This is an optimization exercise on Yosys and OpenROAD, whose aim is small area, a short achievable clock period and few clock cycles per item, not a production implementation. At most, simulation tests tie the RTL to the original design; equivalence was not proved. Only the layout flow was run in run 2; the RTL was not checked for function there. Power and IR drop assume default switching activity.

## flow/run.sh

```bash
#!/bin/bash
# synth_recipe.tcl (not shown) runs the flow's synth.tcl, then flattens the netlist and writes it again
# the make line also repeats each setting of config.mk as NAME=value (left out here)
make -C /OpenROAD-flow-scripts/flow DESIGN_CONFIG=/design/flow/config.mk WORK_HOME=/design/flow/orfs CLKGATE_MAP_FILE= SYNTH_SCRIPT=/design/flow/synth_recipe.tcl finish
```

## flow/config.mk

```make
export PLATFORM = sky130hd
export DESIGN_NAME = pointer_motion_scaler_unit
export DESIGN_NICKNAME = pointer_motion_scaler_unit
export VERILOG_FILES = /design/flow/design.v
export SDC_FILE = /design/flow/constraint.sdc
export NUM_CORES = 4
export LEC_CHECK = 0
export ABC_AREA = 1
export CAP_MARGIN = 20
export CORE_MARGIN = 2
export CORE_UTILIZATION = 40
export SETUP_SLACK_MARGIN = 5
export SLEW_MARGIN = 20
```

## flow/constraint.sdc

```tcl
create_clock -name core_clock -period 10.0 [get_ports {clk}]
set_input_delay 2.0000 -clock core_clock [delete_from_list [all_inputs] [get_ports {clk}]]
set_output_delay 2.0000 -clock core_clock [all_outputs]
set_load 0.01 [all_outputs]
```

## flow/design.v

```verilog
module pointer_motion_scaler_unit (
  input  logic               clk,
  input  logic               rst,
  input  logic               ev_valid,
  output logic               ev_ready,
  input  logic               ev_func,
  input  logic [2:0]         ev_event_kind,
  input  logic signed [15:0] ev_motion_value,
  input  logic               ev_sync_flag,
  input  logic [2:0]         ev_action,
  output logic               res_valid,
  input  logic               res_ready,
  output logic signed [15:0] res_scaled_value,
  output logic               res_keep_event
);
  function automatic logic [1:0] q0tab(input logic [6:0] x);
    case (x)
      7'd0: q0tab = 2'd1;
      7'd1: q0tab = 2'd1;
      7'd2: q0tab = 2'd0;
      7'd3: q0tab = 2'd0;
      7'd4: q0tab = 2'd0;
      7'd5: q0tab = 2'd0;
      7'd6: q0tab = 2'd2;
      7'd7: q0tab = 2'd2;
      7'd8: q0tab = 2'd1;
      7'd9: q0tab = 2'd1;
      7'd10: q0tab = 2'd0;
      7'd11: q0tab = 2'd0;
      7'd12: q0tab = 2'd0;
      7'd13: q0tab = 2'd0;
      7'd14: q0tab = 2'd0;
      7'd15: q0tab = 2'd2;
      7'd16: q0tab = 2'd1;
      7'd17: q0tab = 2'd0;
      7'd18: q0tab = 2'd0;
      7'd19: q0tab = 2'd0;
      7'd20: q0tab = 2'd0;
      7'd21: q0tab = 2'd0;
      7'd22: q0tab = 2'd0;
      7'd23: q0tab = 2'd2;
      7'd24: q0tab = 2'd1;
      7'd25: q0tab = 2'd0;
      7'd26: q0tab = 2'd0;
      7'd27: q0tab = 2'd0;
      7'd28: q0tab = 2'd0;
      7'd29: q0tab = 2'd0;
      7'd30: q0tab = 2'd0;
      7'd31: q0tab = 2'd0;
      7'd32: q0tab = 2'd1;
      7'd33: q0tab = 2'd0;
      7'd34: q0tab = 2'd0;
      7'd35: q0tab = 2'd0;
      7'd36: q0tab = 2'd0;
      7'd37: q0tab = 2'd0;
      7'd38: q0tab = 2'd0;
      7'd39: q0tab = 2'd0;
      7'd40: q0tab = 2'd1;
      7'd41: q0tab = 2'd0;
      7'd42: q0tab = 2'd0;
      7'd43: q0tab = 2'd0;
      7'd44: q0tab = 2'd0;
      7'd45: q0tab = 2'd0;
      7'd46: q0tab = 2'd0;
      7'd47: q0tab = 2'd0;
      7'd48: q0tab = 2'd1;
      7'd49: q0tab = 2'd0;
      7'd50: q0tab = 2'd0;
      7'd51: q0tab = 2'd0;
      7'd52: q0tab = 2'd0;
      7'd53: q0tab = 2'd0;
      7'd54: q0tab = 2'd0;
      7'd55: q0tab = 2'd0;
      7'd56: q0tab = 2'd1;
      7'd57: q0tab = 2'd0;
      7'd58: q0tab = 2'd0;
      7'd59: q0tab = 2'd0;
      7'd60: q0tab = 2'd0;
      7'd61: q0tab = 2'd0;
      7'd62: q0tab = 2'd0;
      7'd63: q0tab = 2'd0;
      7'd64: q0tab = 2'd1;
      7'd65: q0tab = 2'd1;
      7'd66: q0tab = 2'd1;
      7'd67: q0tab = 2'd1;
      7'd68: q0tab = 2'd2;
      7'd69: q0tab = 2'd2;
      7'd70: q0tab = 2'd2;
      7'd71: q0tab = 2'd2;
      7'd72: q0tab = 2'd1;
      7'd73: q0tab = 2'd1;
      7'd74: q0tab = 2'd1;
      7'd75: q0tab = 2'd0;
      7'd76: q0tab = 2'd0;
      7'd77: q0tab = 2'd2;
      7'd78: q0tab = 2'd2;
      7'd79: q0tab = 2'd2;
      7'd80: q0tab = 2'd1;
      7'd81: q0tab = 2'd1;
      7'd82: q0tab = 2'd1;
      7'd83: q0tab = 2'd0;
      7'd84: q0tab = 2'd0;
      7'd85: q0tab = 2'd0;
      7'd86: q0tab = 2'd2;
      7'd87: q0tab = 2'd2;
      7'd88: q0tab = 2'd1;
      7'd89: q0tab = 2'd1;
      7'd90: q0tab = 2'd1;
      7'd91: q0tab = 2'd0;
      7'd92: q0tab = 2'd0;
      7'd93: q0tab = 2'd0;
      7'd94: q0tab = 2'd2;
      7'd95: q0tab = 2'd2;
      7'd96: q0tab = 2'd1;
      7'd97: q0tab = 2'd1;
      7'd98: q0tab = 2'd0;
      7'd99: q0tab = 2'd0;
      7'd100: q0tab = 2'd0;
      7'd101: q0tab = 2'd0;
      7'd102: q0tab = 2'd2;
      7'd103: q0tab = 2'd2;
      7'd104: q0tab = 2'd1;
      7'd105: q0tab = 2'd0;
      7'd106: q0tab = 2'd0;
      7'd107: q0tab = 2'd0;
      7'd108: q0tab = 2'd0;
      7'd109: q0tab = 2'd0;
      7'd110: q0tab = 2'd0;
      7'd111: q0tab = 2'd2;
      7'd112: q0tab = 2'd1;
      7'd113: q0tab = 2'd0;
      7'd114: q0tab = 2'd0;
      7'd115: q0tab = 2'd0;
      7'd116: q0tab = 2'd0;
      7'd117: q0tab = 2'd0;
      7'd118: q0tab = 2'd0;
      7'd119: q0tab = 2'd0;
      7'd120: q0tab = 2'd1;
      7'd121: q0tab = 2'd0;
      7'd122: q0tab = 2'd0;
      7'd123: q0tab = 2'd0;
      7'd124: q0tab = 2'd0;
      7'd125: q0tab = 2'd0;
      7'd126: q0tab = 2'd0;
      7'd127: q0tab = 2'd0;
      default: q0tab = 2'd0;
    endcase
  endfunction
  function automatic logic [6:0] hbase(input logic [7:0] x);
    case (x)
      8'd0: hbase = 7'd0;
      8'd1: hbase = 7'd0;
      8'd2: hbase = 7'd0;
      8'd3: hbase = 7'd0;
      8'd4: hbase = 7'd0;
      8'd5: hbase = 7'd0;
      8'd6: hbase = 7'd0;
      8'd7: hbase = 7'd0;
      8'd8: hbase = 7'd0;
      8'd9: hbase = 7'd0;
      8'd10: hbase = 7'd0;
      8'd11: hbase = 7'd0;
      8'd12: hbase = 7'd0;
      8'd13: hbase = 7'd0;
      8'd14: hbase = 7'd0;
      8'd15: hbase = 7'd0;
      8'd16: hbase = 7'd0;
      8'd17: hbase = 7'd0;
      8'd18: hbase = 7'd0;
      8'd19: hbase = 7'd0;
      8'd20: hbase = 7'd0;
      8'd21: hbase = 7'd0;
      8'd22: hbase = 7'd0;
      8'd23: hbase = 7'd0;
      8'd24: hbase = 7'd0;
      8'd25: hbase = 7'd0;
      8'd26: hbase = 7'd0;
      8'd27: hbase = 7'd0;
      8'd28: hbase = 7'd0;
      8'd29: hbase = 7'd0;
      8'd30: hbase = 7'd0;
      8'd31: hbase = 7'd0;
      8'd32: hbase = 7'd1;
      8'd33: hbase = 7'd1;
      8'd34: hbase = 7'd1;
      8'd35: hbase = 7'd1;
      8'd36: hbase = 7'd1;
      8'd37: hbase = 7'd1;
      8'd38: hbase = 7'd1;
      8'd39: hbase = 7'd1;
      8'd40: hbase = 7'd1;
      8'd41: hbase = 7'd1;
      8'd42: hbase = 7'd1;
      8'd43: hbase = 7'd1;
      8'd44: hbase = 7'd1;
      8'd45: hbase = 7'd1;
      8'd46: hbase = 7'd1;
      8'd47: hbase = 7'd1;
      8'd48: hbase = 7'd1;
      8'd49: hbase = 7'd1;
      8'd50: hbase = 7'd1;
      8'd51: hbase = 7'd1;
      8'd52: hbase = 7'd1;
      8'd53: hbase = 7'd1;
      8'd54: hbase = 7'd1;
      8'd55: hbase = 7'd1;
      8'd56: hbase = 7'd1;
      8'd57: hbase = 7'd1;
      8'd58: hbase = 7'd1;
      8'd59: hbase = 7'd1;
      8'd60: hbase = 7'd1;
      8'd61: hbase = 7'd1;
      8'd62: hbase = 7'd1;
      8'd63: hbase = 7'd1;
      8'd64: hbase = 7'd0;
      8'd65: hbase = 7'd0;
      8'd66: hbase = 7'd0;
      8'd67: hbase = 7'd0;
      8'd68: hbase = 7'd123;
      8'd69: hbase = 7'd123;
      8'd70: hbase = 7'd123;
      8'd71: hbase = 7'd123;
      8'd72: hbase = 7'd118;
      8'd73: hbase = 7'd118;
      8'd74: hbase = 7'd118;
      8'd75: hbase = 7'd118;
      8'd76: hbase = 7'd113;
      8'd77: hbase = 7'd113;
      8'd78: hbase = 7'd113;
      8'd79: hbase = 7'd113;
      8'd80: hbase = 7'd108;
      8'd81: hbase = 7'd108;
      8'd82: hbase = 7'd108;
      8'd83: hbase = 7'd108;
      8'd84: hbase = 7'd0;
      8'd85: hbase = 7'd0;
      8'd86: hbase = 7'd0;
      8'd87: hbase = 7'd0;
      8'd88: hbase = 7'd0;
      8'd89: hbase = 7'd0;
      8'd90: hbase = 7'd0;
      8'd91: hbase = 7'd0;
      8'd92: hbase = 7'd0;
      8'd93: hbase = 7'd0;
      8'd94: hbase = 7'd0;
      8'd95: hbase = 7'd0;
      8'd96: hbase = 7'd1;
      8'd97: hbase = 7'd1;
      8'd98: hbase = 7'd1;
      8'd99: hbase = 7'd1;
      8'd100: hbase = 7'd6;
      8'd101: hbase = 7'd6;
      8'd102: hbase = 7'd6;
      8'd103: hbase = 7'd6;
      8'd104: hbase = 7'd11;
      8'd105: hbase = 7'd11;
      8'd106: hbase = 7'd11;
      8'd107: hbase = 7'd11;
      8'd108: hbase = 7'd16;
      8'd109: hbase = 7'd16;
      8'd110: hbase = 7'd16;
      8'd111: hbase = 7'd16;
      8'd112: hbase = 7'd21;
      8'd113: hbase = 7'd21;
      8'd114: hbase = 7'd21;
      8'd115: hbase = 7'd21;
      8'd116: hbase = 7'd1;
      8'd117: hbase = 7'd1;
      8'd118: hbase = 7'd1;
      8'd119: hbase = 7'd1;
      8'd120: hbase = 7'd1;
      8'd121: hbase = 7'd1;
      8'd122: hbase = 7'd1;
      8'd123: hbase = 7'd1;
      8'd124: hbase = 7'd1;
      8'd125: hbase = 7'd1;
      8'd126: hbase = 7'd1;
      8'd127: hbase = 7'd1;
      8'd128: hbase = 7'd0;
      8'd129: hbase = 7'd0;
      8'd130: hbase = 7'd0;
      8'd131: hbase = 7'd0;
      8'd132: hbase = 7'd125;
      8'd133: hbase = 7'd125;
      8'd134: hbase = 7'd125;
      8'd135: hbase = 7'd125;
      8'd136: hbase = 7'd122;
      8'd137: hbase = 7'd122;
      8'd138: hbase = 7'd122;
      8'd139: hbase = 7'd122;
      8'd140: hbase = 7'd119;
      8'd141: hbase = 7'd119;
      8'd142: hbase = 7'd119;
      8'd143: hbase = 7'd119;
      8'd144: hbase = 7'd116;
      8'd145: hbase = 7'd116;
      8'd146: hbase = 7'd116;
      8'd147: hbase = 7'd116;
      8'd148: hbase = 7'd0;
      8'd149: hbase = 7'd0;
      8'd150: hbase = 7'd0;
      8'd151: hbase = 7'd0;
      8'd152: hbase = 7'd0;
      8'd153: hbase = 7'd0;
      8'd154: hbase = 7'd0;
      8'd155: hbase = 7'd0;
      8'd156: hbase = 7'd0;
      8'd157: hbase = 7'd0;
      8'd158: hbase = 7'd0;
      8'd159: hbase = 7'd0;
      8'd160: hbase = 7'd1;
      8'd161: hbase = 7'd1;
      8'd162: hbase = 7'd1;
      8'd163: hbase = 7'd1;
      8'd164: hbase = 7'd4;
      8'd165: hbase = 7'd4;
      8'd166: hbase = 7'd4;
      8'd167: hbase = 7'd4;
      8'd168: hbase = 7'd7;
      8'd169: hbase = 7'd7;
      8'd170: hbase = 7'd7;
      8'd171: hbase = 7'd7;
      8'd172: hbase = 7'd10;
      8'd173: hbase = 7'd10;
      8'd174: hbase = 7'd10;
      8'd175: hbase = 7'd10;
      8'd176: hbase = 7'd13;
      8'd177: hbase = 7'd13;
      8'd178: hbase = 7'd13;
      8'd179: hbase = 7'd13;
      8'd180: hbase = 7'd1;
      8'd181: hbase = 7'd1;
      8'd182: hbase = 7'd1;
      8'd183: hbase = 7'd1;
      8'd184: hbase = 7'd1;
      8'd185: hbase = 7'd1;
      8'd186: hbase = 7'd1;
      8'd187: hbase = 7'd1;
      8'd188: hbase = 7'd1;
      8'd189: hbase = 7'd1;
      8'd190: hbase = 7'd1;
      8'd191: hbase = 7'd1;
      8'd192: hbase = 7'd0;
      8'd193: hbase = 7'd0;
      8'd194: hbase = 7'd127;
      8'd195: hbase = 7'd126;
      8'd196: hbase = 7'd125;
      8'd197: hbase = 7'd125;
      8'd198: hbase = 7'd124;
      8'd199: hbase = 7'd123;
      8'd200: hbase = 7'd122;
      8'd201: hbase = 7'd122;
      8'd202: hbase = 7'd121;
      8'd203: hbase = 7'd120;
      8'd204: hbase = 7'd119;
      8'd205: hbase = 7'd119;
      8'd206: hbase = 7'd118;
      8'd207: hbase = 7'd117;
      8'd208: hbase = 7'd116;
      8'd209: hbase = 7'd116;
      8'd210: hbase = 7'd115;
      8'd211: hbase = 7'd114;
      8'd212: hbase = 7'd0;
      8'd213: hbase = 7'd0;
      8'd214: hbase = 7'd127;
      8'd215: hbase = 7'd126;
      8'd216: hbase = 7'd0;
      8'd217: hbase = 7'd0;
      8'd218: hbase = 7'd127;
      8'd219: hbase = 7'd126;
      8'd220: hbase = 7'd0;
      8'd221: hbase = 7'd0;
      8'd222: hbase = 7'd127;
      8'd223: hbase = 7'd126;
      8'd224: hbase = 7'd1;
      8'd225: hbase = 7'd1;
      8'd226: hbase = 7'd2;
      8'd227: hbase = 7'd3;
      8'd228: hbase = 7'd4;
      8'd229: hbase = 7'd4;
      8'd230: hbase = 7'd5;
      8'd231: hbase = 7'd6;
      8'd232: hbase = 7'd7;
      8'd233: hbase = 7'd7;
      8'd234: hbase = 7'd8;
      8'd235: hbase = 7'd9;
      8'd236: hbase = 7'd10;
      8'd237: hbase = 7'd10;
      8'd238: hbase = 7'd11;
      8'd239: hbase = 7'd12;
      8'd240: hbase = 7'd13;
      8'd241: hbase = 7'd13;
      8'd242: hbase = 7'd14;
      8'd243: hbase = 7'd15;
      8'd244: hbase = 7'd1;
      8'd245: hbase = 7'd1;
      8'd246: hbase = 7'd2;
      8'd247: hbase = 7'd3;
      8'd248: hbase = 7'd1;
      8'd249: hbase = 7'd1;
      8'd250: hbase = 7'd2;
      8'd251: hbase = 7'd3;
      8'd252: hbase = 7'd1;
      8'd253: hbase = 7'd1;
      8'd254: hbase = 7'd2;
      8'd255: hbase = 7'd3;
      default: hbase = 7'd0;
    endcase
  endfunction
  function automatic logic [7:0] m15(input logic [5:0] x);
    m15[0] = x == 6'd0 || x == 6'd3 || x == 6'd6 || x == 6'd9 || x == 6'd12 || x == 6'd15 || x == 6'd18 || x == 6'd21 || x == 6'd24 || x == 6'd27 || x == 6'd30 || x == 6'd33 || x == 6'd36 || x == 6'd39 || x == 6'd42 || x == 6'd45 || x == 6'd48 || x == 6'd51 || x == 6'd54 || x == 6'd57 || x == 6'd60 || x == 6'd63;
    m15[1] = x == 6'd1 || x == 6'd4 || x == 6'd7 || x == 6'd10 || x == 6'd13 || x == 6'd16 || x == 6'd19 || x == 6'd22 || x == 6'd25 || x == 6'd28 || x == 6'd31 || x == 6'd34 || x == 6'd37 || x == 6'd40 || x == 6'd43 || x == 6'd46 || x == 6'd49 || x == 6'd52 || x == 6'd55 || x == 6'd58 || x == 6'd61;
    m15[2] = x == 6'd2 || x == 6'd5 || x == 6'd8 || x == 6'd11 || x == 6'd14 || x == 6'd17 || x == 6'd20 || x == 6'd23 || x == 6'd26 || x == 6'd29 || x == 6'd32 || x == 6'd35 || x == 6'd38 || x == 6'd41 || x == 6'd44 || x == 6'd47 || x == 6'd50 || x == 6'd53 || x == 6'd56 || x == 6'd59 || x == 6'd62;
    m15[3] = x == 6'd0 || x == 6'd5 || x == 6'd10 || x == 6'd15 || x == 6'd20 || x == 6'd25 || x == 6'd30 || x == 6'd35 || x == 6'd40 || x == 6'd45 || x == 6'd50 || x == 6'd55 || x == 6'd60;
    m15[4] = x == 6'd1 || x == 6'd6 || x == 6'd11 || x == 6'd16 || x == 6'd21 || x == 6'd26 || x == 6'd31 || x == 6'd36 || x == 6'd41 || x == 6'd46 || x == 6'd51 || x == 6'd56 || x == 6'd61;
    m15[5] = x == 6'd2 || x == 6'd7 || x == 6'd12 || x == 6'd17 || x == 6'd22 || x == 6'd27 || x == 6'd32 || x == 6'd37 || x == 6'd42 || x == 6'd47 || x == 6'd52 || x == 6'd57 || x == 6'd62;
    m15[6] = x == 6'd3 || x == 6'd8 || x == 6'd13 || x == 6'd18 || x == 6'd23 || x == 6'd28 || x == 6'd33 || x == 6'd38 || x == 6'd43 || x == 6'd48 || x == 6'd53 || x == 6'd58 || x == 6'd63;
    m15[7] = x == 6'd4 || x == 6'd9 || x == 6'd14 || x == 6'd19 || x == 6'd24 || x == 6'd29 || x == 6'd34 || x == 6'd39 || x == 6'd44 || x == 6'd49 || x == 6'd54 || x == 6'd59;
  endfunction
  function automatic logic [2:0] oh3d(input logic [1:0] x);    
    oh3d = {x == 2'd2, x == 2'd1, x == 2'd0 || x == 2'd3};
  endfunction
  function automatic logic [2:0] add3oh(input logic [2:0] a, input logic [2:0] b);
    add3oh[0] = (a[0] & b[0]) | (a[1] & b[2]) | (a[2] & b[1]);
    add3oh[1] = (a[0] & b[1]) | (a[1] & b[0]) | (a[2] & b[2]);
    add3oh[2] = (a[0] & b[2]) | (a[2] & b[0]) | (a[1] & b[1]);
  endfunction
  function automatic logic [4:0] oh5n(input logic [3:0] x);    
    oh5n[0] = x == 4'd0 || x == 4'd5 || x == 4'd10 || x == 4'd15;
    oh5n[1] = x == 4'd1 || x == 4'd6 || x == 4'd11;
    oh5n[2] = x == 4'd2 || x == 4'd7 || x == 4'd12;
    oh5n[3] = x == 4'd3 || x == 4'd8 || x == 4'd13;
    oh5n[4] = x == 4'd4 || x == 4'd9 || x == 4'd14;
  endfunction
  function automatic logic [4:0] add5oh(input logic [4:0] a, input logic [4:0] b);
    for (int j = 0; j < 5; j++) begin
      add5oh[j] = 1'b0;
      for (int i = 0; i < 5; i++) add5oh[j] = add5oh[j] | (a[i] & b[(j - i + 5) % 5]);
    end
  endfunction
  logic [2:0]  mouse_level, scroll_level;
  logic        inv_h, inv_v;
  logic [1:0]  clow0, clow1, clow2, clow3;
  logic [4:0]  cdig2, cdig3;
  logic        csgn0, csgn1, csgn2, csgn3;
  localparam logic [1:0] D1 = 2'd0, D3 = 2'd1, D5 = 2'd2, D20 = 2'd3;
  logic               r_valid, r_evt, r_kf, r_scale, r_sig, r_q0z, r_q0m1;
  logic [5:0]         r_ns;
  logic [2:0]         r_msel;   
  logic               r_lneg;   
  logic               r_clrm, r_clrs;
  logic [1:0]         r_axis, r_k, r_dcl;
  logic signed [15:0] r_v;
  logic              m_valid;
  logic [17:0]       m_a1;
  logic [6:0]        m_hb;
  logic [5:0]        m_st;
  logic              m_d1, m_sig, m_kf;
  logic              n_valid;
  logic [15:0]       n_w;
  logic              n_d1, n_kf;
  logic              o_valid;
  logic signed [15:0] o_value;
  logic              o_keep;
  logic o_free, n_adv, r_adv, r_ld, accept, accept1;
  logic full_n, full_m, full_r, full_p;
  logic o_valid_d, n_valid_d, m_valid_d, r_valid_d;
  assign o_free   = res_ready || !o_valid;
  assign n_adv    = res_ready || !full_n;
  assign r_adv    = res_ready || !full_m;
  assign ev_ready = res_ready || !full_p;
  assign r_ld     = res_ready || !full_r;
  assign accept   = ev_valid && ev_ready;
  logic full_n_d;
  assign full_n_d = o_valid_d && n_valid_d;
  always_comb begin
    r_valid_d = r_ld ? accept : r_valid;
    m_valid_d = r_adv ? (r_valid && r_evt) : m_valid;
    n_valid_d = n_adv ? m_valid : n_valid;
    o_valid_d = o_free ? n_valid : o_valid;
  end
  always_ff @(posedge clk) begin
    if (rst) begin
      full_n <= 1'b0;
      full_m <= 1'b0;
      full_r <= 1'b0;
      full_p <= 1'b0;
    end else begin
      full_n <= o_valid_d && n_valid_d;
      full_m <= o_valid_d && n_valid_d && m_valid_d;
      full_r <= o_valid_d && n_valid_d && m_valid_d && r_valid_d;
      full_p <= o_valid_d && m_valid_d;
    end
  end
  assign accept1  = r_valid && r_adv;
  logic       scale0, wheel0, sig0;
  logic [3:0] code;
  logic [1:0] k0, dcl0;
  logic [2:0] msel0;
  logic       lneg0;
  logic [1:0] qt;
  always_comb begin
    scale0 = !ev_event_kind[2];
    wheel0 = scale0 && ev_event_kind[1];
    sig0   = wheel0 && (ev_event_kind[0] ? inv_v : inv_h);
    if (!scale0)      code = 4'd2;
    else if (!wheel0) code = {1'b0, mouse_level};
    else              code = {1'b1, scroll_level};
    case (code)
      4'd0:    begin k0 = 2'd1; dcl0 = D1;  msel0 = 3'd0; lneg0 = 1'b0; end  
      4'd1:    begin k0 = 2'd2; dcl0 = D1;  msel0 = 3'd2; lneg0 = 1'b1; end  
      4'd2:    begin k0 = 2'd0; dcl0 = D1;  msel0 = 3'd0; lneg0 = 1'b0; end  
      4'd3:    begin k0 = 2'd2; dcl0 = D1;  msel0 = 3'd3; lneg0 = 1'b0; end  
      4'd4:    begin k0 = 2'd1; dcl0 = D1;  msel0 = 3'd2; lneg0 = 1'b0; end  
      4'd5:    begin k0 = 2'd2; dcl0 = D1;  msel0 = 3'd5; lneg0 = 1'b1; end  
      4'd8:    begin k0 = 2'd2; dcl0 = D1;  msel0 = 3'd0; lneg0 = 1'b0; end  
      4'd9:    begin k0 = 2'd0; dcl0 = D3;  msel0 = 3'd3; lneg0 = 1'b0; end  
      4'd10:   begin k0 = 2'd2; dcl0 = D20; msel0 = 3'd6; lneg0 = 1'b1; end  
      4'd11:   begin k0 = 2'd0; dcl0 = D5;  msel0 = 3'd4; lneg0 = 1'b0; end  
      4'd12:   begin k0 = 2'd1; dcl0 = D1;  msel0 = 3'd0; lneg0 = 1'b0; end  
      4'd13:   begin k0 = 2'd0; dcl0 = D1;  msel0 = 3'd0; lneg0 = 1'b0; end  
      4'd15:   begin k0 = 2'd0; dcl0 = D1;  msel0 = 3'd2; lneg0 = 1'b0; end  
      default: begin k0 = 2'd0; dcl0 = D1;  msel0 = 3'd1; lneg0 = 1'b0; end  
    endcase
    qt = q0tab({code, ev_motion_value[2:0]});
  end
  logic [5:0] ns0;
  assign ns0 = 6'(ev_motion_value[3:0]) + 6'(ev_motion_value[7:4]) + 6'(ev_motion_value[11:8]) +
               6'(ev_motion_value[14:12]) + 6'({3{ev_motion_value[15]}});
  always_ff @(posedge clk) begin
    if (rst) begin
      mouse_level  <= 3'd4;
      scroll_level <= 3'd2;
      inv_h        <= 1'b0;
      inv_v        <= 1'b0;
    end else if (accept && ev_func) begin
      case (ev_action)
        3'd0: inv_v <= !inv_v;
        3'd1: inv_h <= !inv_h;
        3'd2: if (mouse_level != 3'd6) mouse_level <= mouse_level + 3'd1;
        3'd3: if (mouse_level != 3'd0) mouse_level <= mouse_level - 3'd1;
        3'd4: if (scroll_level != 3'd7) scroll_level <= scroll_level + 3'd1;
        3'd5: if (scroll_level != 3'd0) scroll_level <= scroll_level - 3'd1;
        default: ;
      endcase
    end
  end
  always_ff @(posedge clk) begin
    if (rst) r_valid <= 1'b0;
    else if (r_ld) r_valid <= accept;
    if (r_ld) begin
      r_evt   <= !ev_func;
      r_clrm  <= ev_func && (ev_action == 3'd2 || ev_action == 3'd3);
      r_clrs  <= ev_func && (ev_action == 3'd4 || ev_action == 3'd5);
      r_kf    <= !scale0 || ev_sync_flag;
      r_scale <= scale0;
      r_sig   <= sig0;
      r_axis  <= ev_event_kind[1:0];
      r_k     <= k0;
      r_dcl   <= dcl0;
      r_msel  <= msel0;
      r_lneg  <= lneg0;
      r_ns    <= ns0;
      r_q0z   <= (ev_motion_value[15:3] == 13'd0) && qt[0];
      r_q0m1  <= (ev_motion_value[15:3] == {13{1'b1}}) && qt[1];
      r_v     <= ev_motion_value;
    end
  end
  logic signed [15:0] v;
  logic [1:0]  k, dcl;
  logic        chain, sig, nu;
  assign v     = r_v;
  assign k     = r_k;
  assign dcl   = r_dcl;
  assign chain = (dcl != D1);
  assign sig   = r_sig;
  assign nu    = sig ^ chain;
  logic signed [20:0] vx, x1, x2, x3, prod;
  logic [17:0] z;
  assign vx = 21'(v);
  always_comb begin
    x1 = vx; x2 = '0; x3 = '0;
    case (r_msel)
      3'd1: x1 = vx <<< 1;                              
      3'd2: x2 = vx <<< 1;                              
      3'd3: x2 = vx <<< 2;                              
      3'd4: begin x1 = vx <<< 1; x2 = vx <<< 2; end     
      3'd5: begin x1 = vx <<< 3; x2 = ~vx; end          
      3'd6: begin x2 = vx <<< 2; x3 = vx <<< 4; end     
      default: ;                                        
    endcase
    prod = x1 + x2 + x3 + 21'(r_msel == 3'd5);
    case (k)
      2'd1:    z = prod[18:1];
      2'd2:    z = prod[19:2];
      default: z = prod[17:0];
    endcase
  end
  logic [4:0] r, u5;
  logic [2:0] rb;
  logic [1:0] low, l;
  logic [7:0] m15v;
  logic [2:0] r_v3;
  logic [4:0] r_v5;
  always_comb begin
    m15v = m15(r_ns);
    r_v3 = m15v[2:0];
    r_v5 = m15v[7:3];
    u5 = {r_v5[3], r_v5[1], r_v5[4], r_v5[2], r_v5[0]};    
    case (dcl)
      D3:  r = {2'b00, r_v3};
      D5:  r = {r_v5[2], r_v5[4], r_v5[1], r_v5[3], r_v5[0]};    
      D20: case (l)                                               
             2'd0:    r = u5;
             2'd1:    r = {u5[3:0], u5[4]};
             2'd2:    r = {u5[2:0], u5[4:3]};
             default: r = {u5[1:0], u5[4:2]};
           endcase
      default: r = 5'b00001;
    endcase
  end
  assign rb  = {r[4], r[3] | r[2], r[3] | r[1]};
  assign low = r_lneg ? {v[1] ^ v[0], v[0]} : v[1:0];
  assign l   = {v[1] ^ v[0], v[0]};
  logic q0z, q0m1, q0m2;
  assign q0z  = r_q0z;
  assign q0m1 = r_q0m1;
  assign q0m2 = v[15] && !r_q0m1;
  logic [1:0] clow;
  logic [4:0] cdig;
  logic       csgn;
  logic [2:0] ls;
  logic [1:0] nlow;
  logic       k1;
  logic [4:0] cd5, s5;
  logic [2:0] cd3, s3;
  logic [4:0] ndig;
  logic       w5, w3, wrap, nz, nneg, nsg;
  always_comb begin
    case (r_axis)
      2'd0:    begin clow = clow0; cdig = 5'b00001; csgn = csgn0; end
      2'd1:    begin clow = clow1; cdig = 5'b00001; csgn = csgn1; end
      2'd2:    begin clow = clow2; cdig = cdig2;    csgn = csgn2; end
      default: begin clow = clow3; cdig = cdig3;    csgn = csgn3; end
    endcase
    ls = 3'(low) + 3'(clow);
    case (k)
      2'd1:    begin k1 = low[0] & clow[0]; nlow = {1'b0, low[0] ^ clow[0]}; end
      2'd2:    begin k1 = ls[2]; nlow = ls[1:0]; end
      default: begin k1 = 1'b0;  nlow = 2'd0; end
    endcase
    cd5 = k1 ? {cdig[3:0], cdig[4]} : cdig;
    s5  = add5oh(r, cd5);
    w5  = (k1 & cdig[4]);
    for (int i = 0; i < 5; i++)
      for (int m = 0; m < 5; m++)
        if (i + m >= 5) w5 = w5 | (r[i] & cd5[m]);
    cd3 = k1 ? {cdig[1:0], cdig[2]} : cdig[2:0];
    s3  = add3oh(r[2:0], cd3);
    w3  = (k1 & cdig[2]) | (r[1] & cd3[2]) | (r[2] & cd3[1]) | (r[2] & cd3[2]);
    case (dcl)
      D3:      begin ndig = {2'b00, s3}; wrap = w3; end
      D5, D20: begin ndig = s5;          wrap = w5; end
      default: begin ndig = 5'b00001;    wrap = k1; end
    endcase
    nz   = (nlow != 2'd0) || !ndig[0];
    nneg = q0m2 || (q0m1 && !(wrap && !csgn)) || (q0z && csgn && !wrap);
    nsg  = nneg && nz;
  end
  logic [6:0] hb;
  logic [5:0] st;
  logic       am1, ap1, ap2;
  always_comb begin
    hb  = r_scale ? hbase({dcl, nu, rb, l}) : 7'd0;
    am1 = r_scale && !wrap && csgn && !nsg;
    ap2 = r_scale && wrap && !csgn && nsg;
    ap1 = r_scale && ((wrap || nsg) && !csgn && !ap2 || (wrap && csgn && nsg));
    case ({chain, nu})
      2'b00:   st = am1 ? -6'sd1  : ap1 ?  6'sd1  : ap2 ?  6'sd2  : 6'sd0;
      2'b01:   st = am1 ?  6'sd1  : ap1 ? -6'sd1  : ap2 ? -6'sd2  : 6'sd0;
      2'b10:   st = am1 ? -6'sd15 : ap1 ?  6'sd15 : ap2 ?  6'sd30 : 6'sd0;
      default: st = am1 ?  6'sd15 : ap1 ? -6'sd15 : ap2 ? -6'sd30 : 6'sd0;
    endcase
  end
  always_ff @(posedge clk) begin
    if (rst) begin
      clow0 <= '0; clow1 <= '0; clow2 <= '0; clow3 <= '0;
      cdig2 <= 5'b00001; cdig3 <= 5'b00001;
      csgn0 <= 1'b0; csgn1 <= 1'b0; csgn2 <= 1'b0; csgn3 <= 1'b0;
    end else if (accept1) begin
      if (r_clrm) begin
        clow0 <= '0; clow1 <= '0; csgn0 <= 1'b0; csgn1 <= 1'b0;
      end
      if (r_clrs) begin
        clow2 <= '0; clow3 <= '0; csgn2 <= 1'b0; csgn3 <= 1'b0;
        cdig2 <= 5'b00001; cdig3 <= 5'b00001;
      end
      if (r_evt && r_scale) begin
        case (r_axis)
          2'd0: begin clow0 <= nlow; csgn0 <= nsg; end
          2'd1: begin clow1 <= nlow; csgn1 <= nsg; end
          2'd2: begin clow2 <= nlow; cdig2 <= ndig; csgn2 <= nsg; end
          default: begin clow3 <= nlow; cdig3 <= ndig; csgn3 <= nsg; end
        endcase
      end
    end
  end
  always_ff @(posedge clk) begin
    if (rst) m_valid <= 1'b0;
    else if (r_adv) m_valid <= r_valid && r_evt;
    if (r_adv) begin
      m_a1   <= z ^ {18{nu}};
      m_hb   <= hb;
      m_st   <= st;
      m_d1   <= !chain;
      m_sig  <= sig;
      m_kf   <= r_kf;
    end
  end
  logic [17:0] sa;
  logic [14:0] sb;
  logic signed [15:0] ys;
  always_comb begin
    sa = m_a1 + {{11{m_hb[6]}}, m_hb} + {{12{m_st[5]}}, m_st};
    sb = sa[14:0] + (sa[14:0] << 4);
    if (!sa[17] && sa[16:15] != 2'b00)       ys = 16'sh7fff;
    else if (sa[17] && sa[16:15] != 2'b11)   ys = m_sig ? 16'sh8001 : 16'sh8000;
    else if (m_sig && sa[15:0] == 16'h8000)  ys = 16'sh8001;
    else                                     ys = sa[15:0];
  end
  always_ff @(posedge clk) begin
    if (rst) n_valid <= 1'b0;
    else if (n_adv) n_valid <= m_valid;
    if (n_adv) begin
      n_w  <= m_d1 ? ys : {1'b0, sb};
      n_d1 <= m_d1;
      n_kf <= m_kf;
    end
  end
  logic [14:0] sc;
  logic signed [15:0] yc;
  always_comb begin
    sc = n_w[14:0] + (n_w[14:0] << 8);
    yc = n_d1 ? n_w : {sc[14], sc};
  end
  always_ff @(posedge clk) begin
    if (rst) o_valid <= 1'b0;
    else if (o_free) o_valid <= n_valid;
    if (o_free) begin
      o_value <= yc;
      o_keep  <= n_kf || (yc != 16'sd0);
    end
  end
  assign res_valid        = o_valid;
  assign res_scaled_value = o_value;
  assign res_keep_event   = o_keep;
endmodule
```

==> flow_summary.ini, run 1 <==
[timing]
final_hold_viol_count = 0
worst_slack_ps = 5040
number_of_slew_limit_violations_in_the_final_report = 0
layout_worst_path_cycle_share_pct = 49.6
timing.max_slew.rel_slack_pct = 30.5
grt_setup_unrepaired = no
max_slew.worst_pin.slew_ps = 1040
timing.final.crit_period_ps = 4960
finalClockSkew_ps = 11.7
highest_attainable_clock_frequency_mhz = 202
setup_viol = 0
setup-tns-final_ps = 0
hold-worst-slack_ps = 416

[power]
leakage_component_of_the_power_nw = 6.47
pwr-share-clk_pct = 20.0
power_frac_comb_pct = 54.1
powerDensity_nw_per_um2 = 255
power.net_switching_w = 0.00161
switching_share_pct = 44.6
seqPwrFrac_pct = 25.9
power_report.internal_total_w = 0.00201
ir_worst_vdd_mv = 0.161

[worst_setup_path]
required_time_at_the_endpoint_of_the_critical_path_ps = 8000
crit_path_end_kind = output pin
worstSetupStartpointType = input port
worst-r2r-setup-slack_ps = 5420
timing.critical_path.from = res_ready
ff2ff_path_depth = 28
cp_max_fo = 6
rr_startpoint = r_msel[2]
critical_path_arrival_ps = 2960
timing_worst_setup_path_type = input port to output pin
worst_r2r_endpoint = m_a1[15]

[yosys]
post_synth.cell_area_avg_um2 = 7.62
synth_area_leader_cell = edfxtp_1
synth.lib_cells_used.distinct = 46
mappedNetlistNets = 1812
synth.area.top_cells = edfxtp_1 (26%), nand2_1 (11%), ha_1 (8.9%)
async_flop_share_pct = 0
synth_seq_cells = 145
syn_area_um2 = 12500
synthesis.instances = 1647
ys.flop_type = edfxtp_1
yosysWarnings = 1
synth_enable_flop_cells = 107
synth.top_cell.area_share_pct = 25.6
synth_sequential_area_ratio_pct = 31.7

[die]
initial_util_pct = 40.8
row_count = 64
boundaryPins = 47
die_area_um2 = 32800
dieWidth_um = 181
core_um2 = 30700
floorplan.die.height_um = 181

[clocking]
cts.sink_count = 145
htree_depth = 4
cts.hold.buffers_added = 0
clock-root-buffer = clkbuf_16
cts_tree = done
later_pin_clock_latency_in_the_skew_report_ps = 430
cts_made_buffers = 17
clock_tree.buffer_depth = 2
clkSlewWorstSetupHoldPaths_ps = 70

[global_routing]
antenna_found_initial = 0
globalRoute.totalOverflow = 0
pin_count_of_the_biggest_net_entering_global_routing = 42
grt_use_total_pct = 20.0
grt_pass1_vias = 10800
grt_pass1_wl_um = 53600

[cells_and_area]
n_fill_cell = 3108
layout.nets = 1864
diodes = 0
layout.cells.most_common_list = nand2_1 (378), inv_1 (214), a21oi_1 (144)
stdcell_count = 2108
fin_area_um2 = 14200
flow.area_growth_from_synthesis_pct = 13.3
area.sequential_um2 = 3970
layout_commonest_cell = nand2_1
multi_input_comb_area_um2 = 7610
post_route_cells_drive_above_1_share_pct = 5.49

[detailed_routing]
detail_route.first_pass.iterations = 5
initialDrtViolationCount = 936
remaining_drc_errors = 0
overall_via_count_from_detail_route = 11200
detail-route-antenna-nets = 0
drt-wirelength-per-cell_um = 15.3
drt_wl_total_um = 32300
detail_route.vias_per_cell = 5.33

[worst_hold_path]
min_from = m_kf
holdCritPathClass = flop to flop
worst_hold_path.num_cells = 0
timing.hold.worst_endpoint = n_kf

[placement]
finalWeightedCongestion = 0.896
dp_worst_setup_slack_ps = 4630
port_buffers = 46
postPlaceCellArea_um2 = 13400
placedCellCount = 2061
dp.final_hpwl_um = 25300

[flow_run]
max_capacitance_violation_total = 0

[run_status]
run_status = no timing/DRC/antenna violations
metal layers:
| layer | up-vias | track usage (%) | routed length, µm |
|---|---|---|---|
| met1 | 5187 | 25.3 | 14400 |
| li1 | 5658 | - | - |
| met3 | 54 | 3.08 | 1510 |
| met2 | 329 | 34.8 | 15500 |
| met4 | 0 | 7.09 | 879 |
| met5 | - | 0 | 0 |
flip-flops by register name (all words and copies together), names as in the netlist, 5 cells and up:
name and flops:
m_a1 18, n_w 16, o_value 16, r_v 16
m_hb 6, r_ns 6, cdig2 5, cdig3 5
m_st 5
power by group through the flow:
stage	logic (W)	registers (W)	clock network (W)
global placement	0.00188	0.000952	0
finish	0.00196	0.000936	0.000725
global route	0.00223	0.000955	0.000766
detailed placement	0.00191	0.000957	0
CTS	0.00193	0.000944	0.000739
floorplan	0.00143	0.000941	0
critical path, cell delays in order:
cell and delay, ps:
clkdlybuf4s50_1 470, inv_2 70, nand2_2 130, dlygate4sd2_1 280
cell families (layout without fill, tap and decap cells):
logic type,after synthesis,after routing,synth area share [%]
AO/OA/AOI/OAI,364,364,16.6
XOR/XNOR,67,67,4.68
flip-flops,145,145,31.7
AND/OR/NAND/NOR,675,675,22.6
adder cells (fa/ha/maj),137,137,16.5
buffers and inverters,259,324,7.99
worst max-delay path by stage:
stage	endpoint	depth (start not counted)
2_1_floorplan	r_ns[5]	10
3_3_place_gp	r_ns[5]	11
3_5_place_dp	r_ns[5]	11
4_1_cts	ev_ready	4
5_1_grt	ev_ready	4
6_report	ev_ready	4
Yosys cell counts, drive strengths merged, types with 20 or more instances:
cell and instances:
o211ai 21, nand3 86, nor3 20, nor2 142
nand2 388, a21oi 144, ha 89, inv 222
o22ai 33, clkbuf 21, dfxtp 38, fa 48
o21ai 101, edfxtp 107, xor2 48
repair_timing:
item                                   in CTS  in global routing
pin swaps                                   1                  3
endpoints found under the hold margin       0                  0
resized for setup                           7                 13
setup endpoints to repair                   5                 27
buffers inserted                            0                 15
cloned                                      0                  0
cell type report:
cell class	instances	share of cell area, %
clock inverter	15	1.67
clock buffer	17	2.99
sequential	145	28.0
timing repair buffer	66	4.35
multi-input combinational	1243	53.5
inverter	226	6.02
tap	396	3.49
stage by stage:
| step | power [W] | util (%) |
|---|---|---|
| final | 0.00362 | 46.2 |
| after global routing | 0.00395 | 46.2 |
| after CTS | 0.00361 | 45.7 |
| after detailed placement | 0.00287 | 43.5 |
| after global placement | 0.00283 | 43.5 |
| after floorplan | 0.00237 | - |
Testbench counts, summed over its fixed seeds: cycles 8,016, items 8,000.
==> inputs of run 2 (changes only) <==
--- a/flow/design.v
+++ b/flow/design.v
@@ -456,40 +456,31 @@
   logic [6:0]        m_hb;
   logic [5:0]        m_st;
   logic              m_d1, m_sig, m_kf;
-  logic              n_valid;
-  logic [15:0]       n_w;
-  logic              n_d1, n_kf;
   logic              o_valid;
   logic signed [15:0] o_value;
   logic              o_keep;
-  logic o_free, n_adv, r_adv, r_ld, accept, accept1;
-  logic full_n, full_m, full_r, full_p;
-  logic o_valid_d, n_valid_d, m_valid_d, r_valid_d;
+  logic o_free, r_adv, r_ld, accept, accept1;
+  logic full_m, full_r, full_p;
+  logic o_valid_d, m_valid_d, r_valid_d;
   assign o_free   = res_ready || !o_valid;
-  assign n_adv    = res_ready || !full_n;
   assign r_adv    = res_ready || !full_m;
   assign ev_ready = res_ready || !full_p;
   assign r_ld     = res_ready || !full_r;
   assign accept   = ev_valid && ev_ready;
-  logic full_n_d;
-  assign full_n_d = o_valid_d && n_valid_d;
   always_comb begin
     r_valid_d = r_ld ? accept : r_valid;
     m_valid_d = r_adv ? (r_valid && r_evt) : m_valid;
-    n_valid_d = n_adv ? m_valid : n_valid;
-    o_valid_d = o_free ? n_valid : o_valid;
+    o_valid_d = o_free ? m_valid : o_valid;
   end
   always_ff @(posedge clk) begin
     if (rst) begin
-      full_n <= 1'b0;
       full_m <= 1'b0;
       full_r <= 1'b0;
       full_p <= 1'b0;
     end else begin
-      full_n <= o_valid_d && n_valid_d;
-      full_m <= o_valid_d && n_valid_d && m_valid_d;
-      full_r <= o_valid_d && n_valid_d && m_valid_d && r_valid_d;
-      full_p <= o_valid_d && m_valid_d;
+      full_m <= o_valid_d && m_valid_d;
+      full_r <= o_valid_d && m_valid_d && r_valid_d;
+      full_p <= m_valid_d;
     end
   end
   assign accept1  = r_valid && r_adv;
@@ -728,27 +719,18 @@
     else if (m_sig && sa[15:0] == 16'h8000)  ys = 16'sh8001;
     else                                     ys = sa[15:0];
   end
-  always_ff @(posedge clk) begin
-    if (rst) n_valid <= 1'b0;
-    else if (n_adv) n_valid <= m_valid;
-    if (n_adv) begin
-      n_w  <= m_d1 ? ys : {1'b0, sb};
-      n_d1 <= m_d1;
-      n_kf <= m_kf;
-    end
-  end
   logic [14:0] sc;
   logic signed [15:0] yc;
   always_comb begin
-    sc = n_w[14:0] + (n_w[14:0] << 8);
-    yc = n_d1 ? n_w : {sc[14], sc};
+    sc = sb + (sb << 8);
+    yc = m_d1 ? ys : {sc[14], sc};
   end
   always_ff @(posedge clk) begin
     if (rst) o_valid <= 1'b0;
-    else if (o_free) o_valid <= n_valid;
+    else if (o_free) o_valid <= m_valid;
     if (o_free) begin
       o_value <= yc;
-      o_keep  <= n_kf || (yc != 16'sd0);
+      o_keep  <= m_kf || (yc != 16'sd0);
     end
   end
   assign res_valid        = o_valid;
==> flow_summary.ini, run 2 <==
[worst_setup_path]
worst-r2r-setup-slack_ps = 4770
worstSetupStartpointType = flop
crit_path_top_delay_cell = fa_1
ff2ff_path_depth = 31
required_time_at_the_endpoint_of_the_critical_path_ps = 10190
cp_top_family = adder cells
worst_r2r_endpoint = o_keep
critical_path_arrival_ps = 5420
crit_path_end_kind = flop
rr_startpoint = m_st[4]
cp_max_fo = 5
critical_path.n_buffers_inverters = 3
worst_path_most_repeated_cell = a21oi_2
timing_worst_setup_path_type = flop to flop
largest_stage_delay_on_the_critical_path_ps = 460

[yosys]
synth_enable_flop_cells = 89
syn_area_um2 = 12000
ys_top_cells_by_count = nand2_1 (412), inv_1 (243), a21oi_1 (129)
mappedNetlistNets = 1813
post_synth.cell_area_avg_um2 = 7.28
synth.lib_cells_used.distinct = 53
most_common_cell_in_the_netlist = nand2_1
ys.flop_type = edfxtp_1
synth_area_leader_cell = edfxtp_1
yosysWarnings = 1
synth_sequential_area_ratio_pct = 28.1
synth.top_cell.area_share_pct = 22.3
async_flop_share_pct = 0
synthesis.instances = 1648
synth_seq_cells = 124
synth.area.top_cells = edfxtp_1 (22%), nand2_1 (13%), ha_1 (9.3%)

[detailed_routing]
overall_via_count_from_detail_route = 11200
detail_route.vias_per_cell = 5.28
detail_route.first_pass.iterations = 5
drt-wirelength-per-cell_um = 15.2
remaining_drc_errors = 0
drt_wl_total_um = 32400
initialDrtViolationCount = 971
detail-route-antenna-nets = 0

[die]
dieWidth_um = 177
initial_util_pct = 40.6
die_area_um2 = 31400
core_um2 = 29600
floorplan.die.height_um = 177
boundaryPins = 47
row_count = 63

[power]
pwr-share-clk_pct = 13.2
total_power_w = 0.00472
power.net_switching_w = 0.00219
ir_worst_vdd_mv = 0.359
power_report.internal_total_w = 0.00253
switching_share_pct = 46.4
powerDensity_nw_per_um2 = 337
power_frac_comb_pct = 70.3
leakage_component_of_the_power_nw = 6.59
seqPwrFrac_pct = 16.5

[timing]
final_hold_viol_count = 0
number_of_slew_limit_violations_in_the_final_report = 0
finalClockSkew_ps = 13.4
grt_setup_unrepaired = yes
layout_worst_path_cycle_share_pct = 52.3
timing.max_slew.rel_slack_pct = 28.1
setup-tns-final_ps = 0
timing.final.crit_period_ps = 5230
setup_viol = 0
max_slew.worst_pin.slew_ps = 1070
highest_attainable_clock_frequency_mhz = 191

[placement]
port_buffers = 46
dp.final_hpwl_um = 25300
finalWeightedCongestion = 0.909

[worst_hold_path]
worst_hold_path.num_cells = 1
holdCritPathClass = flop to flop
min_from = inv_h
timing.hold.worst_endpoint = inv_h

[global_routing]
grt_use_total_pct = 21.2
pin_count_of_the_biggest_net_entering_global_routing = 42
antenna_found_initial = 0
globalRoute.totalOverflow = 0
grt_pass1_vias = 10600
grt_pass1_wl_um = 53200

[cells_and_area]
flow.area_growth_from_synthesis_pct = 16.6
layout_top_registers = m_a1: 18 flops, o_value: 16 flops, r_v: 16 flops
layout.cells.most_common_list = nand2_1 (404), inv_1 (238), a21oi_1 (121)
n_fill_cell = 2954
post_route_cells_drive_above_1_share_pct = 8.59
diodes = 0
multi_input_comb_area_um2 = 7820
fin_util_pct = 47.3
area.sequential_um2 = 3370
max_reg_flops = 18
top_register = m_a1
layout.nets = 1888
layout_commonest_cell = nand2_1

[clocking]
cts_tree = done
later_pin_clock_latency_in_the_skew_report_ps = 430
clkSlewWorstSetupHoldPaths_ps = 60
cts.hold.buffers_added = 0
cts_made_buffers = 17
clock_tree.buffer_depth = 2
cts.sink_count = 124
clock-root-buffer = clkbuf_16
htree_depth = 4

[run_status]
run_status = no timing/DRC/antenna violations

[flow_run]
max_capacitance_violation_total = 0
[run 2: cell count changes in the layout (fill, tap and decap cells not counted), sizes merged, moves of 13 or more]
| cell | before | now |
|---|---|---|
| nand3 | 86 | 112 |
| buf | 20 | 40 |
| edfxtp | 107 | 89 |
| inv | 230 | 251 |
| nand2 | 388 | 418 |
| a21oi | 144 | 131 |
| nor2 | 142 | 124 |
[run 2: what timing repair did]
item | 4_1_cts | 5_1_grt
endpoints found under the setup margin | 8 | 14
setup buffers | 22 | 13
gates resized for setup | 13 | 29
pin swaps | 6 | 28
[run 2: worst reg2reg max path, delay by kind of cell (launching register included)]
kind	cells	cell delay (ps)
XOR/XNOR	4	750
AO/OA/AOI/OAI	9	1320
flip-flops	1	440
buffers and inverters	3	210
AND/OR/NAND/NOR	11	860
adder cells (fa/ha/maj)	4	1380
[run 2: metal layers]
| metal | global-route usage [%] | vias to the layer above | wire length, µm |
|---|---|---|---|
| met3 | 3.67 | 48 | 1720 |
| met5 | 0 | - | 0 |
| li1 | - | 5668 | - |
| met1 | 27.1 | 5168 | 14300 |
| met4 | 7.02 | 0 | 781 |
| met2 | 36.1 | 338 | 15600 |
[run 2: power by group through the flow]
stage          clock network (W)  logic, W  registers, W
2_1_floorplan                  0   0.00222      0.000795
3_3_place_gp                   0   0.00283      0.000795
3_5_place_dp                   0   0.00285      0.000798
4_1_cts                 0.000635   0.00313      0.000784
5_1_grt                 0.000655   0.00373      0.000797
6_report                0.000622   0.00332      0.000780
[run 2: kinds of logic (layout without fill, tap and decap cells)]
group | Yosys count | after routing | share of synthesized area (%)
adder cells (fa/ha/maj) | 137 | 137 | 17.3
XOR/XNOR | 65 | 65 | 4.86
buffers and inverters | 280 | 367 | 8.89
multiplexers | 1 | 1 | 0.0938
AO/OA/AOI/OAI | 335 | 335 | 16.2
AND/OR/NAND/NOR | 706 | 706 | 24.6
flip-flops | 124 | 124 | 28.1
[run 2: how the worst max path moves through the flow]
stage                       start  endpoint  slack (ps)  depth (start not counted)
2_1_floorplan             m_hb[5]    o_keep        4960                         30
3_3_place_gp   ev_motion_value[1]   r_ns[5]        4600                         11
3_5_place_dp              m_hb[5]    o_keep        4480                         30
4_1_cts                   m_st[3]    o_keep        4780                         32
5_1_grt                   m_st[3]    o_keep        4420                         32
6_report                  m_st[4]    o_keep        4770                         31
[run 2: through the flow]
step	instance area, µm²	cells	worst slack [ps]	hold slack (ps)
after global routing	14000	2125	4420	481
after global placement	13000	2059	4600	437
final	14000	2125	4770	448
after floorplan	12100	1648	4960	400
after CTS	13800	2112	4780	448
after detailed placement	13000	2059	4480	441
[run 2: final cells by class]
cell class              instances  share of cell area, %
clock inverters                 9                  0.510
flip-flops and latches        124                   24.1
multi-input cells            1244                   55.9
well taps                     390                   3.49
inverters                     250                   6.73
clock buffers                  22                   3.70
repair buffers                 86                   5.56
==> inputs of run 3 (changes only) <==
--- a/flow/design.v
+++ b/flow/design.v
@@ -721,16 +721,18 @@
   end
   logic [14:0] sc;
   logic signed [15:0] yc;
+  logic        yz;
   always_comb begin
     sc = sb + (sb << 8);
     yc = m_d1 ? ys : {sc[14], sc};
+    yz = (sa[14:0] == 15'd0) && (!m_d1 || sa[17:15] == 3'd0);
   end
   always_ff @(posedge clk) begin
     if (rst) o_valid <= 1'b0;
     else if (o_free) o_valid <= m_valid;
     if (o_free) begin
       o_value <= yc;
-      o_keep  <= m_kf || (yc != 16'sd0);
+      o_keep  <= m_kf || !yz;
     end
   end
   assign res_valid        = o_valid;
==> flow_summary.ini, run 3 <==
[die]
row_count = 63
initial_util_pct = 40.4
core_um2 = 29500
dieWidth_um = 177
die_area_um2 = 31200
floorplan.die.height_um = 177
boundaryPins = 47

[power]
power_report.internal_total_w = 0.00228
powerDensity_nw_per_um2 = 328
pwr-share-clk_pct = 14.2
switching_share_pct = 48.6
seqPwrFrac_pct = 17.9
ir_worst_vdd_mv = 0.287
power.net_switching_w = 0.00215
leakage_component_of_the_power_nw = 6.27
power_frac_comb_pct = 68.0

[global_routing]
grt_use_total_pct = 19.2
globalRoute.totalOverflow = 0
antenna_found_initial = 0
grt_pass1_wl_um = 48800
grt_pass1_vias = 10000
pin_count_of_the_biggest_net_entering_global_routing = 42

[timing]
timing.final.crit_period_ps = 4900
layout_worst_path_cycle_share_pct = 49.0
setup_viol = 0
number_of_slew_limit_violations_in_the_final_report = 0
grt_setup_unrepaired = yes
timing.max_slew.rel_slack_pct = 38.4
max_slew.worst_pin.slew_ps = 920
highest_attainable_clock_frequency_mhz = 204
setup-tns-final_ps = 0
final_hold_viol_count = 0
finalClockSkew_ps = 18.3

[yosys]
synth_seq_cells = 124
synth_sequential_area_ratio_pct = 28.3
synth.top_cell.area_share_pct = 22.5
mappedNetlistNets = 1766
ys_top_cells_by_count = nand2_1 (366), inv_1 (234), a21oi_1 (130)
most_common_cell_in_the_netlist = nand2_1
async_flop_share_pct = 0
yosysWarnings = 1
post_synth.cell_area_avg_um2 = 7.44
syn_area_um2 = 11900
synth_enable_flop_cells = 89
ys.flop_type = edfxtp_1
synthesis.instances = 1601
synth_area_leader_cell = edfxtp_1
synth.area.top_cells = edfxtp_1 (22%), nand2_1 (12%), ha_1 (9.4%)
synth.lib_cells_used.distinct = 53

[detailed_routing]
detail_route.first_pass.iterations = 5
route.top_layer_used = met4
drt-wirelength-per-cell_um = 14.5
met2RoutedLength_um = 14400
route.layer.met1.wl_um = 13500
detail-route-antenna-nets = 0
drt_wl_total_um = 29800
remaining_drc_errors = 0
wl_met3_um = 1170
overall_via_count_from_detail_route = 10700
initialDrtViolationCount = 949
detail_route.vias_per_cell = 5.24

[clocking]
clkSlewWorstSetupHoldPaths_ps = 70
htree_depth = 4
later_pin_clock_latency_in_the_skew_report_ps = 430
cts.sink_count = 124
cts_made_buffers = 17
cts.hold.buffers_added = 0
clock_tree.buffer_depth = 2
cts_tree = done
clock-root-buffer = clkbuf_16

[worst_setup_path]
required_time_at_the_endpoint_of_the_critical_path_ps = 8000
cp_max_fo = 4
worstSetupStartpointType = input port
largest_stage_delay_on_the_critical_path_ps = 400
timing_worst_setup_path_type = input port to output pin
timing.critical_path.cells = clkdlybuf4s50_1 > inv_1 > nand2_1 > dlygate4sd2_1
crit_path_top_delay_cell = clkdlybuf4s50_1
crit_path_end_kind = output pin
critical_path_arrival_ps = 2900

[placement]
placedCellCount = 2005
dp.final_hpwl_um = 23800
finalWeightedCongestion = 0.931
port_buffers = 46

[cells_and_area]
stdcell_count = 2049
max_reg_flops = 18
flow.area_growth_from_synthesis_pct = 13.5
layout.cells.most_common_list = nand2_1 (363), inv_1 (231), a21oi_1 (125)
multi_input_comb_area_um2 = 7570
area.sequential_um2 = 3370
layout_commonest_cell = nand2_1
diodes = 0
post_route_cells_drive_above_1_share_pct = 6.69
top_register = m_a1
layout.nets = 1811
layout_top_registers = m_a1: 18 flops, o_value: 16 flops, r_v: 16 flops
n_fill_cell = 2993

[flow_run]
max_capacitance_violation_total = 0

[worst_hold_path]
holdCritPathClass = flop to flop

[run_status]
run_status = no timing/DRC/antenna violations
-- run 3: cell count changes after synthesis, moves of 7 or more --
cell and change:
o221ai_1 -8, o22ai_1 +7, nand3_1 -22, a22oi_1 +7, nand2_1 -46, inv_1 -9
xor2_1 +9
-- run 3: cells by family (layout without fill, tap and decap cells) --
group                      after synthesis  in the layout  share of synthesized area (%)
DFF                                    124            124                           28.3
buffers and inverters                  277            335                           9.14
muxes                                    1              1                         0.0946
AOI/OAI and AO/OA                      342            342                           16.5
and+or+nand+nor                        650            650                           23.4
adders and majority gates              137            137                           17.4
xor gates and xnor gates                70             70                           5.15
-- run 3: power by group through the flow --
| stage | clock network, W | logic, W | registers (W) |
|---|---|---|---|
| floorplan | 0 | 0.00216 | 0.000806 |
| detailed placement | 0 | 0.00277 | 0.000810 |
| global route | 0.000658 | 0.00338 | 0.000806 |
| global placement | 0 | 0.00272 | 0.000808 |
| finish | 0.000627 | 0.00301 | 0.000792 |
| CTS | 0.000641 | 0.00283 | 0.000795 |
-- run 3: path summary, 6_finish.rpt --
path,from,endpoint,slack [ps],depth (start not counted)
min reg2reg,inv_h,inv_h,450,1
max reg2reg,m_a1[1],o_value[13],5220,23
max,res_ready,ev_ready,5100,4
min,inv_h,inv_h,450,1
-- run 3: timing repair --
item | 4_1_cts | 5_1_grt
hold endpoints to repair | 0 | 0
buffers inserted | 7 | 5
pin swaps | 1 | 6
endpoints found under the setup margin | 9 | 13
gates cloned | 0 | 0
resized for setup | 7 | 29
-- run 3: final cells by class --
type | count | area share, %
multi-input cells | 1200 | 56.0
flip-flops and latches | 124 | 25.0
inverters | 241 | 6.74
repair buffers | 62 | 4.29
well taps | 390 | 3.61
clock buffers | 17 | 3.15
clock inverters | 15 | 1.21
-- run 3: routing by layer --
| layer | track usage, % | up-vias |
|---|---|---|
| li1 | - | 5448 |
| met1 | 24.7 | 4983 |
| met2 | 33.6 | 267 |
| met3 | 2.50 | 47 |
| met4 | 5.75 | 0 |
| met5 | 0 | - |
-- run 3: critical path: cells and delay by family --
family	cells	cell delay, ps
buffers and inverters	3	810
AND/OR/NAND/NOR	1	90
-- run 3: through the flow --
stage | util, % | cell area (µm²) | power (W) | hold slack, ps | setup slack [ps]
6_report | 45.8 | 13500 | 0.00443 | 445 | 5100
5_1_grt | 45.8 | 13500 | 0.00485 | 478 | 4960
4_1_cts | 45.3 | 13400 | 0.00427 | 449 | 5010
3_5_place_dp | 43.1 | 12700 | 0.00358 | 439 | 4670
3_3_place_gp | 43.1 | 12700 | 0.00353 | 436 | 4720
2_1_floorplan | - | 11900 | 0.00297 | 400 | 5290
Testbench counts of run 3, summed over its fixed seeds: cycles 8,012, items 8,000.
==> inputs of run 4 (changes only) <==
==> flow/flow/run.sh (new file) <==
#!/bin/bash
cp standard.sh standard.sh.txt
export SETUP_SLACK_MARGIN=5.6
bash standard.sh > standard.log 2>&1
==> flow/standard.sh (new file) <==
#!/bin/bash
# synth_recipe.tcl (not shown) runs the flow's synth.tcl, then flattens the netlist and writes it again
# the make line also repeats each setting of config.mk as NAME=value (left out here)
make -C /OpenROAD-flow-scripts/flow DESIGN_CONFIG=/design/flow/config.mk WORK_HOME=/design/flow/orfs CLKGATE_MAP_FILE= SYNTH_SCRIPT=/design/flow/synth_recipe.tcl "${@:-finish}"
--- a/flow/config.mk
+++ b/flow/config.mk
@@ -9,5 +9,4 @@
 export CAP_MARGIN = 20
 export CORE_MARGIN = 2
 export CORE_UTILIZATION = 40
-export SETUP_SLACK_MARGIN = 5
 export SLEW_MARGIN = 20
removed: flow/run.sh
==> flow_summary.ini, run 4 <==
[die]
dieWidth_um = 177
core_um2 = 29500
die_area_um2 = 31200
floorplan.die.height_um = 177
row_count = 63
boundaryPins = 47
initial_util_pct = 40.4

[yosys]
synth.area.top_cells = edfxtp_1 (22%), nand2_1 (12%), ha_1 (9.4%)
synth_sequential_area_ratio_pct = 28.3
post_synth.cell_area_avg_um2 = 7.44
synth_enable_flop_cells = 89
most_common_cell_in_the_netlist = nand2_1
synth.lib_cells_used.distinct = 53
synth_area_leader_cell = edfxtp_1
syn_area_um2 = 11900
synthesis.instances = 1601
mappedNetlistNets = 1766
ys.flop_type = edfxtp_1
ys_top_cells_by_count = nand2_1 (366), inv_1 (234), a21oi_1 (130)
yosysWarnings = 1
synth_seq_cells = 124
synth.top_cell.area_share_pct = 22.5
async_flop_share_pct = 0

[cells_and_area]
layout.nets = 1857
fin_util_pct = 48.9
layout_commonest_cell = nand2_1
layout_top_registers = m_a1: 18 flops, o_value: 16 flops, r_v: 16 flops
max_reg_flops = 18
diodes = 0
flow.area_growth_from_synthesis_pct = 21.0
top_register = m_a1
layout.cells.most_common_list = nand2_1 (350), inv_1 (212), nor2_1 (112)
post_route_cells_drive_above_1_share_pct = 16.0

[global_routing]
grt_use_total_pct = 20.3
grt_pass1_vias = 10600
use_met1_pct = 25.2
grt_pass1_wl_um = 51100
antenna_found_initial = 0
globalRoute.totalOverflow = 0
globalRoute.busiestLayer = met2
grtUsageMet3_pct = 3.01
pin_count_of_the_biggest_net_entering_global_routing = 42
use_met2_pct = 34.8

[detailed_routing]
detail_route.vias_per_cell = 5.30
drt_wl_total_um = 31600
overall_via_count_from_detail_route = 11100
initialDrtViolationCount = 971
remaining_drc_errors = 0
drt-wirelength-per-cell_um = 15.1
detail_route.first_pass.iterations = 6
detail-route-antenna-nets = 0

[placement]
dp.final_hpwl_um = 24100
finalWeightedCongestion = 0.895
port_buffers = 46

[clocking]
cts_made_buffers = 17
cts_tree = done
later_pin_clock_latency_in_the_skew_report_ps = 430
clock-root-buffer = clkbuf_16
htree_depth = 4
clock_tree.buffer_depth = 2
cts.sink_count = 124
clkSlewWorstSetupHoldPaths_ps = 70

[worst_setup_path]
worstSetupStartpointType = flop
ff2ff_path_depth = 25
crit_path_end_kind = flop
required_time_at_the_endpoint_of_the_critical_path_ps = 10180
cp_max_fo = 4
critical_path_arrival_ps = 4710
timing_worst_setup_path_type = flop to flop

[worst_hold_path]
holdCritPathClass = flop to flop
worst_hold_path.num_cells = 1

[power]
ir_worst_vdd_mv = 0.461
powerDensity_nw_per_um2 = 374
leakage_component_of_the_power_nw = 6.58

[timing]
setup_viol = 0
timing.final.crit_period_ps = 4540
finalClockSkew_ps = 18.2
timing.max_slew.rel_slack_pct = 33.1
highest_attainable_clock_frequency_mhz = 220
max_slew.worst_pin.slew_ps = 1000
setup-tns-final_ps = 0
grt_setup_unrepaired = yes
number_of_slew_limit_violations_in_the_final_report = 0
layout_worst_path_cycle_share_pct = 45.4
final_hold_viol_count = 0

[flow_run]
max_capacitance_violation_total = 0

[run_status]
run_status = no timing/DRC/antenna violations
## run 4: changes by cell type in the layout (fill, tap and decap cells not counted), moves of 16 or more
cell,before,now
inv_1,231,212
buf_4,16,59
a21oi_2,5,21
a21oi_1,125,105
inv_2,4,23
## run 4: through the flow
step	hold slack [ps]	worst slack [ps]	cells	power [W]	instance area, µm²
2_1_floorplan	400	5480	1601	0.00313	12000
3_3_place_gp	436	4870	2006	0.00375	12800
3_5_place_dp	443	4770	2006	0.00381	12800
4_1_cts	453	5420	2065	0.00491	13800
5_1_grt	484	5210	2095	0.00585	14400
6_report	452	5460	2095	0.00539	14400
## run 4: routing by layer
| layer | vias to the layer above | share of wire (%) |
|---|---|---|
| met4 | 0 | 4.3 |
| met1 | 5166 | 44 |
| li1 | 5556 | - |
| met2 | 322 | 48 |
| met3 | 69 | 4.1 |
| met5 | - | 0 |
## run 4: critical path: stages (launching register included)
cell	delay, ps
edfxtp_1	450
fa_1	490
buf_4	160
fa_2	400
nand3_2	90
nand3_4	90
a21oi_2	140
o21ai_1	70
xor2_1	240
inv_2	90
ha_4	250
a21oi_4	150
buf_4	130
nand2_1	50
xnor2_1	130
inv_1	60
ha_1	180
inv_1	70
fa_2	360
o21ai_2	160
nand2_1	70
nand2_1	70
a21oi_2	50
xor2_1	160
nand2_1	90
nand2_1	80
## run 4: area by class of cell
class                   count  area (µm²)
fillers                  2866       15100
inverters                 241         913
well taps                 390         488
repair inverters            1        7.51
flip-flops and latches    124        3370
clock inverters            14         136
multi-input cells        1200        8130
repair buffers            107         906
clock buffers              18         450
## run 4: cell families after synthesis
kind of cell               share of synthesized area [%]
adders and majority gates                           17.4
buffers and inverters                               9.14
muxes                                             0.0946
and+or+nand+nor                                     23.4
xor gates and xnor gates                            5.15
DFF                                                 28.3
AOI/OAI and AO/OA                                   16.5
## run 4: path summary, 6_finish.rpt
check	startpoint	end	slack [ps]
setup / recovery	m_st[3]	o_value[15]	5460
hold reg to reg	inv_h	inv_h	450
setup reg to reg	m_st[3]	o_value[15]	5460
hold / removal	inv_h	inv_h	450
## run 4: what timing repair did
action	in CTS	in global routing
cloned	1	0
setup buffers	26	30
pin swaps	34	69
setup endpoints to repair	33	40
hold buffers	0	0
endpoints found under the hold margin	0	0
gates resized for setup	81	108
## run 4: power breakdown
group,internal [W],switching (W)
Combinational,0.00176,0.00222
Sequential,0.000722,0.0000686
Clock,0.000346,0.000276
Total,0.00283,0.00257

-- static timing again, ports no longer ideal --
No port has a modelled driver above. Below, the same layouts with a new extraction and two added sets of constraints.
Step 1 sets driving cells, clkbuf_16 on the clock port and buf_2 on the other inputs (assumed; they add their load-dependent delay and slew).
Step 2 also shifts input and output timing later by t, the mid clock arrival at the registers, as if the neighbouring blocks saw the same clock.
Three values: ideal ports, drivers, drivers and shift; two values: the first two.
run	t (ns)	setup slack, ns	slew at the worst register clock pin (ns)	cell pins on the clock port's net
run 1	0.476	5.039 / 5.009 / 4.737	0.07 / 0.07	1
run 2	0.476	4.770 / 4.770 / 4.668	0.06 / 0.06	1
run 3	0.468	5.104 / 5.081 / 4.750	0.07 / 0.07	1
run 4	0.467	5.464 / 5.464 / 5.266	0.07 / 0.07	1
After both steps every run listed still meets setup and hold. The setup slack of run 3, which loses most, moves by -0.023 ns with the drivers and by -0.354 ns with both steps.
